This is an optimization exercise on Yosys and OpenROAD, whose aim is a short achievable clock period and few clock cycles per item, not a production implementation.
Only simulation tests tie the RTL to the original design; equivalence was not proved.
No activity file was given, so power comes from the tool's default toggle rates.

### flow/run.sh
#!/bin/bash
# synth_recipe.tcl (not shown) runs the flow's synth.tcl, then flattens the netlist and writes it again
# the make line also repeats each setting of config.mk as NAME=value (left out here)
make -C /OpenROAD-flow-scripts/flow DESIGN_CONFIG=/design/flow/config.mk WORK_HOME=/design/flow/orfs CLKGATE_MAP_FILE= SYNTH_SCRIPT=/design/flow/synth_recipe.tcl finish
### flow/config.mk
export PLATFORM = sky130hd
export DESIGN_NAME = cpu_top
export DESIGN_NICKNAME = cpu_top
export VERILOG_FILES = /design/flow/design.v
export SDC_FILE = /design/flow/constraint.sdc
export NUM_CORES = 4
export LEC_CHECK = 0
export ABC_CLOCK_PERIOD_IN_PS = 2000
export CAP_MARGIN = 20
export CORE_MARGIN = 2
export CORE_UTILIZATION = 45
export SETUP_SLACK_MARGIN = 3.5
export SLEW_MARGIN = 20
export TNS_END_PERCENT = 100
### flow/constraint.sdc
create_clock -name core_clock -period 6.0 [get_ports {clk}]
set_input_delay 1.2000 -clock core_clock [delete_from_list [all_inputs] [get_ports {clk}]]
set_output_delay 1.2000 -clock core_clock [all_outputs]
set_load 0.01 [all_outputs]
### flow/design.v
package cpu_pkg;
    typedef logic [15:0] word_t;
    typedef logic [15:0] instr_t;
    typedef logic [7:0]  addr_t;
    typedef logic [3:0]  reg_idx_t;
    localparam logic [3:0] OP_ADD   = 4'h1;
    localparam logic [3:0] OP_CMP   = 4'h2;
    localparam logic [3:0] OP_LOAD  = 4'h3;
    localparam logic [3:0] OP_STORE = 4'h4;
    localparam logic [3:0] OP_BZ    = 4'h5;
    localparam logic [3:0] OP_HALT  = 4'h7;
    localparam logic [3:0] OP_ADDI  = 4'h8;
    localparam logic [3:0] OP_SUB   = 4'hd;
endpackage
`timescale 1ns/1ps
module cpu_top #(
    parameter cpu_pkg::addr_t RESET_PC = 8'h00
) (
    input  logic              clk,
    input  logic              reset,
    input  logic              start,
    input  cpu_pkg::instr_t   instruction,
    input  cpu_pkg::word_t    d_rdata,
    output cpu_pkg::addr_t    i_addr,
    output cpu_pkg::addr_t    d_addr,
    output cpu_pkg::word_t    d_wdata,
    output logic              d_we,
    output cpu_pkg::word_t    result,
    output logic              running
);
    logic          run_q;
    logic [7:0]    pc_q;         
    logic [15:0]   rf [1:15];
    logic          z_q;
    logic          d_v;
    logic          d_alu;        
    logic          d_addi;
    logic          d_sub;        
    logic          d_ld, d_st, d_bz, d_halt;
    logic [3:0]    d_rd;         
    logic [3:0]    d_ia;         
    logic [3:0]    d_ib;         
    logic [3:0]    d_rb;         
    logic [3:0]    d_imm4;       
    logic [15:0]   d_imm;        
    logic [15:0]   d_ia_h, d_ib_h, d_rd_h, d_rb_h;
    logic          fa_r, fa_l, fa_w, fb_r, fb_l, fb_w;
    logic          fd_r, fd_l, fd_w, fm_r, fm_l, fm_w;
    logic          d_pred;       
    logic [7:0]    d_alt;        
    logic          x_we, x_setz, x_sub;
    logic [3:0]    x_rd;
    logic [15:0]   x_a, x_b;
    logic          x_ldw;        
    logic          w_we;
    logic [3:0]    w_rd;
    logic [15:0]   w_val;
    logic [7:0]    addr_q;
    logic          we_q;
    logic [15:0]   wdata_q;
    function automatic logic [7:0] add8_4(input logic [7:0] x, input logic [3:0] imm);
        logic [3:0] g, p;
        logic [4:0] c;
        logic [3:0] hi1;
        g = x[3:0] & imm;
        p = x[3:0] ^ imm;
        c[0] = 1'b0;
        c[1] = g[0];
        c[2] = g[1] | (p[1] & g[0]);
        c[3] = g[2] | (p[2] & g[1]) | (p[2] & p[1] & g[0]);
        c[4] = g[3] | (p[3] & g[2]) | (p[3] & p[2] & g[1]) | (p[3] & p[2] & p[1] & g[0]);
        hi1 = {x[7] ^ (x[6] & x[5] & x[4]), x[6] ^ (x[5] & x[4]), x[5] ^ x[4], ~x[4]};
        add8_4 = {c[4] ? hi1 : x[7:4], p ^ c[3:0]};
    endfunction
    function automatic logic [15:0] rd_rf(input logic fw_, input logic [15:0] h);
        logic [15:0] v;
        v = 16'h0000;
        for (int i = 1; i < 16; i++) v = v | ({16{h[i]}} & rf[i]);
        rd_rf = fw_ ? w_val : v;
    endfunction
    logic [15:0] v_a, v_b, v_d;
    assign v_a = rd_rf(fa_w, d_ia_h);
    assign v_b = rd_rf(fb_w, d_ib_h);
    assign v_d = rd_rf(fd_w, d_rd_h);
    function automatic logic [15:0] onehot(input logic [3:0] idx);
        onehot = 16'h0000;
        if (idx != 4'h0) onehot[idx] = 1'b1;
    endfunction
    logic [15:0] v_m;
    logic [7:0]  v_ea;
    assign v_m  = rd_rf(fm_w, d_rb_h);
    assign v_ea = add8_4(v_m[7:0], d_imm4);
    logic [15:0] kc, kp0;
    always_comb begin
        logic [15:0] g, p, gn, pn;
        kp0 = x_a ^ x_b;
        g = x_a & x_b;
        p = kp0;
        g[0] = g[0] | (kp0[0] & x_sub);
        for (int l = 0; l < 4; l++) begin
            gn = g;
            pn = p;
            for (int i = 0; i < 16; i++) begin
                if (i >= (1 << l)) begin
                    gn[i] = g[i] | (p[i] & g[i - (1 << l)]);
                    pn[i] = p[i] & p[i - (1 << l)];
                end
            end
            g = gn;
            p = pn;
        end
        kc = {g[14:0], x_sub};
    end
    logic [15:0] r0, r0x;
    assign r0  = kp0 ^ kc;
    assign r0x = (kp0 ^ {16{d_sub}}) ^ kc;
    logic zf0, zeff;
    assign zf0  = (kp0 == {x_a[14:0] | x_b[14:0], x_sub});
    assign zeff = x_setz ? zf0 : z_q;
    logic [15:0] oa, ob, od;
    logic [7:0]  om;
    assign oa = fa_l ? d_rdata : v_a;
    assign ob = d_addi ? d_imm : ((fb_l ? d_rdata : v_b) ^ {16{d_sub}});
    assign od = fd_l ? d_rdata : v_d;
    assign om = fm_l ? add8_4(d_rdata[7:0], d_imm4) : v_ea;
    logic act, i0, lu0, mis, bz0, halt0;
    assign act   = run_q | start;
    assign bz0   = d_v && d_bz;
    assign halt0 = d_v && d_halt;
    assign lu0   = d_v && (d_ld || d_st) && fm_r;
    assign i0    = d_v & ~halt0 & ~lu0;
    assign mis   = bz0 & (d_pred != zeff);
    logic [15:0] fw;
    logic [3:0]  f_op;
    logic        f_bz, f_tk, f_addi, f_sub, f_rr, f_mem;
    logic [7:0]  f_pc1;
    assign fw     = instruction;
    assign f_op   = fw[15:12];
    assign f_bz   = (f_op == cpu_pkg::OP_BZ);
    assign f_addi = (f_op == cpu_pkg::OP_ADDI);
    assign f_sub  = (f_op == cpu_pkg::OP_SUB) || (f_op == cpu_pkg::OP_CMP);
    assign f_rr   = (f_op == cpu_pkg::OP_ADD) || f_sub;
    assign f_mem  = (f_op == cpu_pkg::OP_LOAD) || (f_op == cpu_pkg::OP_STORE);
    assign f_pc1  = pc_q + 8'd1;
    assign f_tk   = f_bz && ((d_v && d_alu) ? (fw[7:0] <= pc_q) : zeff);
    logic       nx_we, nx_ldw, nw_we;
    logic [3:0] n_ia, n_ib, n_rd, n_rb;
    logic       take;
    assign take  = !(halt0 || lu0);
    assign nx_we  = take && i0 && d_alu && (d_rd != 4'h0);
    assign nx_ldw = take && i0 && d_ld && (d_rd != 4'h0);
    assign nw_we  = x_we || x_ldw;
    assign n_ia   = take ? (f_addi ? fw[11:8] : fw[7:4]) : d_ia;
    assign n_ib   = take ? (f_rr ? fw[3:0] : 4'h0) : d_ib;
    assign n_rd   = take ? fw[11:8] : d_rd;
    assign n_rb   = take ? fw[7:4] : d_rb;
    always_ff @(posedge clk or posedge reset) begin
        if (reset) begin
            fa_r <= 1'b0; fa_l <= 1'b0; fa_w <= 1'b0;
            fb_r <= 1'b0; fb_l <= 1'b0; fb_w <= 1'b0;
            fd_r <= 1'b0; fd_l <= 1'b0; fd_w <= 1'b0;
            fm_r <= 1'b0; fm_l <= 1'b0; fm_w <= 1'b0;
        end else begin
            fa_r <= nx_we && (d_rd == n_ia);
            fa_l <= nx_ldw && (d_rd == n_ia);
            fa_w <= nw_we && (x_rd == n_ia);
            fb_r <= nx_we && (d_rd == n_ib);
            fb_l <= nx_ldw && (d_rd == n_ib);
            fb_w <= nw_we && (x_rd == n_ib);
            fd_r <= nx_we && (d_rd == n_rd);
            fd_l <= nx_ldw && (d_rd == n_rd);
            fd_w <= nw_we && (x_rd == n_rd);
            fm_r <= nx_we && (d_rd == n_rb);
            fm_l <= nx_ldw && (d_rd == n_rb);
            fm_w <= nw_we && (x_rd == n_rb);
        end
    end
    always_ff @(posedge clk or posedge reset) begin
        if (reset) begin
            run_q <= 1'b0;
        end else if (!run_q) begin
            run_q <= start;
        end else if (halt0 && !x_we && !x_ldw) begin
            run_q <= 1'b0;
        end
    end
    always_ff @(posedge clk or posedge reset) begin
        if (reset) begin
            pc_q   <= RESET_PC;
            d_v    <= 1'b0;
            d_alu  <= 1'b0;
            d_addi <= 1'b0;
            d_sub  <= 1'b0;
            d_ld   <= 1'b0;
            d_st   <= 1'b0;
            d_bz   <= 1'b0;
            d_halt <= 1'b0;
            d_rd   <= 4'h0;
            d_ia   <= 4'h0;
            d_ib   <= 4'h0;
            d_rb   <= 4'h0;
            d_imm4 <= 4'h0;
            d_imm  <= 16'h0000;
            d_ia_h <= 16'h0000;
            d_ib_h <= 16'h0000;
            d_rd_h <= 16'h0000;
            d_rb_h <= 16'h0000;
            d_pred <= 1'b0;
            d_alt  <= 8'h00;
        end else begin
            if (mis) begin
                pc_q <= d_alt;
                d_v  <= 1'b0;
            end else if (act && take) begin
                pc_q <= f_tk ? fw[7:0] : f_pc1;
                d_v  <= 1'b1;
            end
            if (take) begin
            d_alu  <= f_rr || f_addi;
            d_addi <= f_addi;
            d_sub  <= f_sub;
            d_ld   <= (f_op == cpu_pkg::OP_LOAD);
            d_st   <= (f_op == cpu_pkg::OP_STORE);
            d_bz   <= f_bz;
            d_halt <= (f_op == cpu_pkg::OP_HALT);
            d_rd   <= fw[11:8];
            d_ia   <= f_addi ? fw[11:8] : fw[7:4];
            d_ib   <= f_rr ? fw[3:0] : 4'h0;
            d_rb   <= fw[7:4];
            d_imm4 <= fw[3:0];
            d_imm  <= f_addi ? {{8{fw[7]}}, fw[7:0]} : 16'h0000;
            d_ia_h <= onehot(f_addi ? fw[11:8] : fw[7:4]);
            d_ib_h <= onehot(f_rr ? fw[3:0] : 4'h0);
            d_rd_h <= onehot(fw[11:8]);
            d_rb_h <= onehot(fw[7:4]);
            d_pred <= f_tk;
            d_alt  <= f_tk ? f_pc1 : fw[7:0];
            end
        end
    end
    always_ff @(posedge clk or posedge reset) begin
        if (reset) begin
            x_we    <= 1'b0;
            x_setz  <= 1'b0;
            x_sub   <= 1'b0;
            x_rd    <= 4'h0;
            x_a     <= 16'h0000;
            x_b     <= 16'h0000;
            x_ldw   <= 1'b0;
            addr_q  <= 8'h00;
            we_q    <= 1'b0;
            wdata_q <= 16'h0000;
        end else begin
            x_we    <= i0 && d_alu && (d_rd != 4'h0);
            x_setz  <= i0 && d_alu;
            x_sub   <= d_sub;
            x_rd    <= d_rd;
            x_a     <= fa_r ? r0 : oa;
            x_b     <= (fb_r && !d_addi) ? r0x : ob;
            x_ldw   <= i0 && d_ld && (d_rd != 4'h0);
            addr_q  <= om;
            we_q    <= i0 && d_st;
            wdata_q <= fd_r ? r0 : od;
        end
    end
    always_ff @(posedge clk or posedge reset) begin
        if (reset) begin
            z_q   <= 1'b0;
            w_we  <= 1'b0;
            w_rd  <= 4'h0;
            w_val <= 16'h0000;
        end else begin
            if (x_setz) z_q <= zf0;
            w_we  <= x_we || x_ldw;
            w_rd  <= x_rd;
            w_val <= x_ldw ? d_rdata : r0;
        end
    end
    always_ff @(posedge clk or posedge reset) begin
        if (reset) begin
            for (int i = 1; i < 16; i++) rf[i] <= 16'h0000;
        end else begin
            for (int i = 1; i < 16; i++) begin
                if (w_we && (w_rd == 4'(i))) begin
                    rf[i] <= w_val;
                end
            end
        end
    end
    assign running = run_q;
    assign i_addr  = pc_q;
    assign d_addr  = addr_q;
    assign d_wdata = wdata_q;
    assign d_we    = we_q;
    assign result  = rf[15];
endmodule
==> results of run 1 <==
[synthesized netlist by cell type (all sizes together) (6+ instances only)]
| master | instances | share of area (%) |
|---|---|---|
| a21oi | 120 | 2.4 |
| nor3 | 18 | 0.38 |
| a221oi | 10 | 0.35 |
| a22o | 70 | 2.4 |
| mux2 | 256 | 11 |
| nor2 | 97 | 1.4 |
| a211oi | 36 | 1.1 |
| inv | 79 | 1.2 |
| buf | 24 | 0.49 |
| a31oi | 15 | 0.37 |
| and3 | 14 | 0.37 |
| or3 | 6 | 0.15 |
| nand2b | 16 | 0.40 |
| nand4 | 107 | 2.7 |
| o21a | 12 | 0.36 |
| ha | 64 | 3.2 |
| dfrtp | 453 | 45 |
| nor2b | 10 | 0.25 |
| clkbuf | 207 | 3.1 |
| o22ai | 53 | 1.3 |
| nor4 | 7 | 0.17 |
| o21ai | 66 | 1.3 |
| a22oi | 372 | 11 |
| xnor2 | 61 | 2.1 |
| xor2 | 39 | 1.4 |
| nand2 | 115 | 1.7 |
| mux2i | 28 | 1.1 |
| nand3 | 35 | 0.69 |
| and2 | 8 | 0.20 |
| nand3b | 6 | 0.18 |
[worst max-delay path by stage]
stage / endpoint / from / depth (start not counted) / slack, ps
after floorplan: addr_q[0] / reset / 1 / -1330
after global placement: pc_q[0] / instruction[6] / 9 / 1950
after detailed placement: pc_q[0] / instruction[6] / 9 / 1910
after CTS: pc_q[0] / x_b[0] / 10 / 3240
after global routing: x_b[14] / x_sub / 12 / 3100
final: x_b[14] / x_sub / 12 / 3180
[what timing repair did]
item                                    in CTS  in global routing
cloned                                       2                  1
endpoints found under the setup margin     191                149
hold buffers                                 0                  0
gates resized for setup                    269                139
endpoints found under the hold margin        0                  0
pin swaps                                   52                 65
buffers inserted                            79                 43
[per-stage QoR]
step / power, µW / area, µm² / TNS [ps] / hold WS, ps
after floorplan: 9180 / 25400 / -601170 / 352
after global placement: 11900 / 26900 / 0 / 452
after detailed placement: 12000 / 26900 / 0 / 466
after CTS: 15700 / 29700 / 0 / 487
after global routing: 17300 / 30600 / 0 / 510
final: 16700 / 30600 / 0 / 482
[state kept, by name, indices dropped and copies added (netlist names), 15 cells and up]
name and count:
d_ia_h 15, wdata_q 16, d_rb_h 15, x_b 16, d_rd_h 15, d_ib_h 15, rf 240, w_val 16
x_a 16
[kinds of logic (layout without fill, tap and decap cells)]
group	Yosys count	in the layout
mux	284	284
fa+ha+maj	68	68
xor+xnor	100	100
other cells	0	1
buf+inv	310	434
compound gates	789	789
flops	453	453
simple gates	448	451
[report_power, final]
part / switching [µW] / internal, µW
sequential: 1840 / 4180
combinational: 4410 / 3120
clock: 1300 / 1860
[per-layer routing]
| metal | vias to the layer above | routed length (µm) |
|---|---|---|
| met1 | 11600 | 41800 |
| li1 | 9403 | - |
| met4 | 2 | 9550 |
| met3 | 592 | 14200 |
| met2 | 1876 | 45500 |
| met5 | - | 42 |
[area by class of cell]
cell class              instances  area, µm²
flip-flops and latches        453      11400
fillers                      4743      24600
diodes                          1       2.50
clock inverters                17        239
inverters                      79        312
clock buffers                  72       1420
multi-input cells            1692      14000
repair buffers                266       2340
well taps                     748        936
[worst max-delay path: cells and delay by family, from the launching register on]
kind	cells	cell delay [ps]
multiplexers	1	220
AND/OR/NAND/NOR	1	70
flip-flops	1	390
adder cells (fa/ha/maj)	2	560
buffers and inverters	2	110
XOR/XNOR	1	190
AO/OA/AOI/OAI	5	1150
==> flow_metrics.py, run 1 <==
metrics = {
    "run_status": {
        "status": "finished clean",
    },
    "global_routing": {
        "grt_use_total_pct": 37.8,
        "met1_usage_pct": 49.0,
        "top_usage_layer": "met2",
        "met3_usage_pct": 13.0,
        "grt_pass1_vias": 22800,
        "globalRouteMet2Util_pct": 53.5,
        "grt_antenna_before_repair": 2,
        "grt_max_degree": 165,
        "grt_first_pass_wirelength_um": 158000,
        "globalRouteOverflowTotal": 0,
    },
    "route": {
        "drc": 0,
        "ant_nets": 0,
        "firstDrtPassIters": 14,
        "wirelength_um": 111000,
        "wl_per_cell_um": 33.4,
        "viasPerCell": 7.05,
        "drt-initial-drc-count": 4367,
        "vias": 23500,
    },
    "die": {
        "dieHeight_um": 241,
        "dieWidth_um": 241,
        "start_util_pct": 45.7,
        "num_rows": 86,
        "fp.coreArea_mm2": 0.0552,
        "dieArea_mm2": 0.0579,
        "ioPinCount": 85,
    },
    "power": {
        "max-vdd-ir-drop_uv": 245,
        "p_leak_uw": 0.0133,
        "power_density_mw_per_mm2": 546,
    },
    "sta": {
        "max_slew_margin_pct": 13.5,
        "min_period_over_period_pct": 46.9,
        "hold_viol": 0,
        "slew_violations": 0,
        "grt_setup_unrepaired": "true",
        "worst_pin_slew_ps": 1300,
        "skew_ps": 28.3,
        "fmax_ghz": 0.355,
        "setup_viol": 0,
        "min_period_ps": 2820,
        "setup_slack_ps": 3180,
    },
    "placed_design": {
        "portBuffers": 84,
        "pre_cts_ws_ps": 1910,
        "place_hpwl_um": 66400,
        "dp.cells": 3113,
        "gp_congestion": 0.987,
    },
    "setup_path": {
        "ff2ff_setup_slack_ps": 3180,
        "worstPathCellList": "inv_2 -> fa_2 -> inv_2 -> fa_2 -> a21o_1 -> a311oi_4 -> o211ai_1 -> a31o_1 -> a21oi_2 -> xnor2_2 -> mux2i_1 -> nor2_1",
        "path_max_fanout": 4,
        "reg2reg_depth": 12,
        "r2r-end": "x_b[14]",
        "cp_slowest_stage_delay_ps": 390,
        "cp-start-kind": "flip-flop",
        "slowest_stage": "dfrtp_1",
        "end_kind": "flip-flop",
        "cp.required_ps": 6480,
        "path_class": "flip-flop to flip-flop",
        "crit_arrival_ps": 3300,
        "reg2reg_from": "x_sub",
    },
    "logic_synthesis": {
        "synth_top_family_by_area": "compound AO/OA/AOI/OAI gates",
        "synth-compound-area-share_pct": 21.9,
        "yosysSeqAreaShare_pct": 45.0,
        "synth_xor_xnor_area_share_pct": 3.47,
        "syn-instance-count": 2452,
        "synth_edf_count": 0,
        "ys_seq_elements": 453,
        "synth_adder_area_share_pct": 3.49,
        "synthFlopType": "dfrtp_1",
        "ys_warn_count": 2,
        "synth.distinct_cells": 63,
        "syn-num-nets": 2555,
        "synthesis.area_mm2": 0.0252,
        "syn_avg_cell_area_um2": 10.3,
        "muxShareOfSynthArea_pct": 12.5,
        "synthSimpleGateAreaFrac_pct": 8.86,
        "async_reset_ff_share_pct": 100,
    },
    "clock_tree": {
        "cts_sinks": 453,
        "cts_inserted_buffers": 50,
        "clock_latency_ps": 620,
        "clkSlewWorstSetupHoldPaths_ps": 60,
        "cts_tree": "done",
        "clk_path_buf_depth": 3,
        "cts_root_buffer": "clkbuf_16",
        "cts-htree-levels": 2,
    },
    "min_path": {
        "hold_path_depth": 2,
        "hold-path-endpoint": "d_imm[2]",
        "hold_path.startpoint": "d_imm[2]",
        "hold_path.class": "flip-flop to flip-flop",
    },
    "final_layout": {
        "area_growth_pct": 21.4,
        "drive_above_1_share_pct": 30.1,
        "stdcell_count": 3328,
        "layout_commonest_cell": "dfrtp_1",
        "post-route-util_pct": 55.5,
        "nNetsFinal": 2645,
        "final_cell_mix": "dfrtp_1, a22oi_1, mux2_2",
    },
    "flow_run": {
        "cap_violations": 0,
    },
}
Testbench counts, summed over its fixed seeds: cycles 23,758, instrs 23,116.
==> run 2: changes to the inputs <==
--- a/flow/config.mk
+++ b/flow/config.mk
@@ -8,7 +8,7 @@
 export ABC_CLOCK_PERIOD_IN_PS = 2000
 export CAP_MARGIN = 20
 export CORE_MARGIN = 2
-export CORE_UTILIZATION = 45
+export CORE_UTILIZATION = 30
 export SETUP_SLACK_MARGIN = 3.5
 export SLEW_MARGIN = 20
 export TNS_END_PERCENT = 100
==> run 2 against run 1 <==
Still clean on timing, DRC and antenna. Synthesized area stayed put. Critical path depth shrank 6. Synthesized cell count unchanged. Die area is 49% higher. Worst setup slack better by 90 ps. Core utilization down 18 points. Largest cell class unchanged. Largest power group unchanged. Highest routed layer unchanged.
==> flow_metrics.py, run 2 <==
metrics = {
    "final_layout": {
        "regMostFlops": "rf",
        "layout_commonest_cell": "dfrtp_1",
        "largest_register_ffs": 240,
        "post-route-util_pct": 37.1,
        "area_growth_pct": 22.8,
        "stdcell_count": 3663,
        "nNetsFinal": 2644,
        "drive_above_1_share_pct": 30.4,
        "final_cell_mix": "dfrtp_1, a22oi_1, mux2_2",
    },
    "route": {
        "dr.max_layer_used": "met5",
        "drt-initial-drc-count": 4738,
        "firstDrtPassIters": 13,
        "viasPerCell": 6.38,
        "wirelength_um": 110000,
        "vias": 23400,
        "ant_nets": 0,
        "wl_met3_um": 15200,
        "drc": 0,
        "routedLengthMet1_um": 41800,
        "wl_per_cell_um": 30.0,
        "wl_met2_um": 44200,
    },
    "logic_synthesis": {
        "ys_seq_elements": 453,
        "synthesis.area_mm2": 0.0252,
        "synth_top_cells_by_count": "dfrtp_1, a22oi_1, mux2_2",
        "yosysSeqAreaShare_pct": 45.0,
        "synth_area_leaders": "dfrtp_1, mux2_2, a22oi_1",
        "ys_warn_count": 2,
        "syn_avg_cell_area_um2": 10.3,
        "synth.distinct_cells": 63,
        "synth_top_area_share_pct": 45.0,
        "syn-num-nets": 2555,
        "synth_edf_count": 0,
        "synthFlopType": "dfrtp_1",
        "synth_most_common_cell": "dfrtp_1",
        "syn-instance-count": 2452,
        "yosysTopAreaCell": "dfrtp_1",
        "async_reset_ff_share_pct": 100,
    },
    "setup_path": {
        "path_buf_inv": 2,
        "cp_slowest_stage_delay_ps": 760,
        "cp_top_family": "compound AO/OA/AOI/OAI gates",
        "cp-start-kind": "flip-flop",
        "crit_arrival_ps": 3210,
        "worstPathCellList": "buf_4 -> inv_1 -> o22ai_1 -> nor2_1 -> a211oi_1 -> a21oi_2",
        "path_max_fanout": 17,
        "cp.required_ps": 6480,
        "slowest_stage": "o22ai_1",
        "end_kind": "flip-flop",
        "path_class": "flip-flop to flip-flop",
    },
    "die": {
        "dieHeight_um": 294,
        "dieWidth_um": 294,
        "dieArea_mm2": 0.0864,
        "fp.coreArea_mm2": 0.0834,
        "num_rows": 106,
        "start_util_pct": 30.2,
        "ioPinCount": 85,
    },
    "clock_tree": {
        "cts_sinks": 453,
        "clkSlewWorstSetupHoldPaths_ps": 70,
        "clock_latency_ps": 620,
        "cts_root_buffer": "clkbuf_16",
        "cts-htree-levels": 2,
        "cts_tree": "done",
        "ctsHoldBuffers": 0,
        "cts_inserted_buffers": 50,
        "clk_path_buf_depth": 3,
    },
    "placed_design": {
        "pre_cts_ws_ps": 1960,
        "dp.cells": 3444,
        "gp_congestion": 0.993,
        "portBuffers": 84,
        "place_hpwl_um": 65200,
    },
    "sta": {
        "setup_viol": 0,
        "max_slew_margin_pct": 18.2,
        "skew_ps": 14.9,
        "min_period_over_period_pct": 45.4,
        "worst_pin_slew_ps": 1230,
        "slew_violations": 0,
        "fin_setup_tns_ps": 0,
        "setup_slack_ps": 3270,
        "grt_setup_unrepaired": "true",
        "fmax_ghz": 0.367,
        "hold_viol": 0,
        "min_period_ps": 2730,
    },
    "global_routing": {
        "globalRouteOverflowTotal": 0,
        "grt_pass1_vias": 22500,
        "grt_first_pass_wirelength_um": 160000,
        "grt_use_total_pct": 25.0,
        "grt_max_degree": 143,
        "grt_antenna_before_repair": 2,
    },
    "power": {
        "max-vdd-ir-drop_uv": 491,
        "p_leak_uw": 0.0132,
        "totalPowerFinal_uw": 16600,
        "power_density_mw_per_mm2": 538,
    },
    "flow_run": {
        "cap_violations": 0,
    },
    "min_path": {
        "hold_path.class": "flip-flop to flip-flop",
    },
    "run_status": {
        "status": "finished clean",
    },
}
-- run 2: final timing paths --
| check | slack [ps] | from | cells past startpoint | endpoint |
|---|---|---|---|---|
| max | 3270 | fa_w | 6 | x_a[15] |
| max in group asynchronous | 3820 | reset | 3 | pc_q[2] |
| max reg2reg | 3270 | fa_w | 6 | x_a[15] |
| min in group asynchronous | 960 | reset | 2 | rf[13][15] |
| min reg2reg | 470 | d_imm[3] | 2 | d_imm[3] |
| min | 470 | d_imm[3] | 2 | d_imm[3] |
-- run 2: layer usage --
layer / up-vias / GRT usage (%)
li1: 9417 / -
met1: 11400 / 32.0
met2: 1914 / 34.9
met3: 655 / 10.9
met4: 4 / 14.3
met5: - / 0.454
-- run 2: through the flow --
step           instance area, µm²  hold WS [ps]
6_report                    30900           470
5_1_grt                     30900           489
4_1_cts                     30200           475
3_5_place_dp                27300           458
3_3_place_gp                27300           454
2_1_floorplan               25400           352
-- run 2: timing repair --
| action | in CTS | in global routing |
|---|---|---|
| endpoints found under the setup margin | 177 | 105 |
| hold endpoints to repair | 0 | 0 |
| cloned | 1 | 0 |
| pin swaps | 55 | 57 |
| setup buffers | 87 | 36 |
| gates resized for setup | 307 | 112 |
-- run 2: cell type report --
type	instances	area [µm²]
multi-input combinational	1690	13900
antenna	1	2.50
tap	1080	1350
sequential	453	11400
inverter	79	308
clock buffer	71	1420
fill	8091	52500
clock inverter	22	298
timing repair buffer	267	2290
-- run 2: kinds of logic (layout without fill, tap and decap cells) --
group / count (synthesis) / after routing / synth area share, %
flops: 453 / 453 / 45.0
other cells: 0 / 1 / 0
mux: 284 / 284 / 12.5
fa+ha+maj: 68 / 68 / 3.49
xor+xnor: 100 / 100 / 3.47
buf+inv: 310 / 439 / 4.74
compound gates: 789 / 789 / 21.9
simple gates: 448 / 449 / 8.86
-- run 2: power breakdown --
| part | internal (µW) | total (µW) | switching [µW] |
|---|---|---|---|
| registers | 4180 | 6220 | 2040 |
| logic | 3020 | 7130 | 4110 |
| clock network | 1910 | 3290 | 1380 |
| total | 9110 | 16600 | 7530 |
-- run 2: tightest hold or removal path, delay by kind of cell (launching register included) --
family / cells / cell delay (ps)
flip-flops: 1 / 350
AND/OR/NAND/NOR: 2 / 100

[re-timing with driven ports]
How much do the figures lean on ideal ports? The routed layouts below were timed once more, with nothing changed but the port constraints.
Step 1 (the two cells are an assumption about what drives the block):
set clk [get_ports {clk}]
set_driving_cell -lib_cell sky130_fd_sc_hd__clkbuf_16 $clk
set_driving_cell -lib_cell sky130_fd_sc_hd__buf_2 [delete_from_list [all_inputs] $clk]
Step 2 times the ports against the registers' clock, not the clock port: input delays grow and output delays shrink by t, the midpoint of the rising clock arrivals with the driver on.
Three values: ideal, step 1, step 2; two values: the first two.
run | t (ns) | setup slack, ns | clock arrival spread, ns | worst slew at a driven data input, ns
run 1 | 0.665 | 3.184 / 3.184 / 2.701 | 0.029 / 0.029 | 0.06
run 2 | 0.683 | 3.274 / 3.274 / 2.692 | 0.017 / 0.017 | 0.09
After both steps every run listed still meets setup and hold. The setup slack of run 2, which loses most, moves by 0.000 ns with the drivers and by -0.582 ns with both steps.
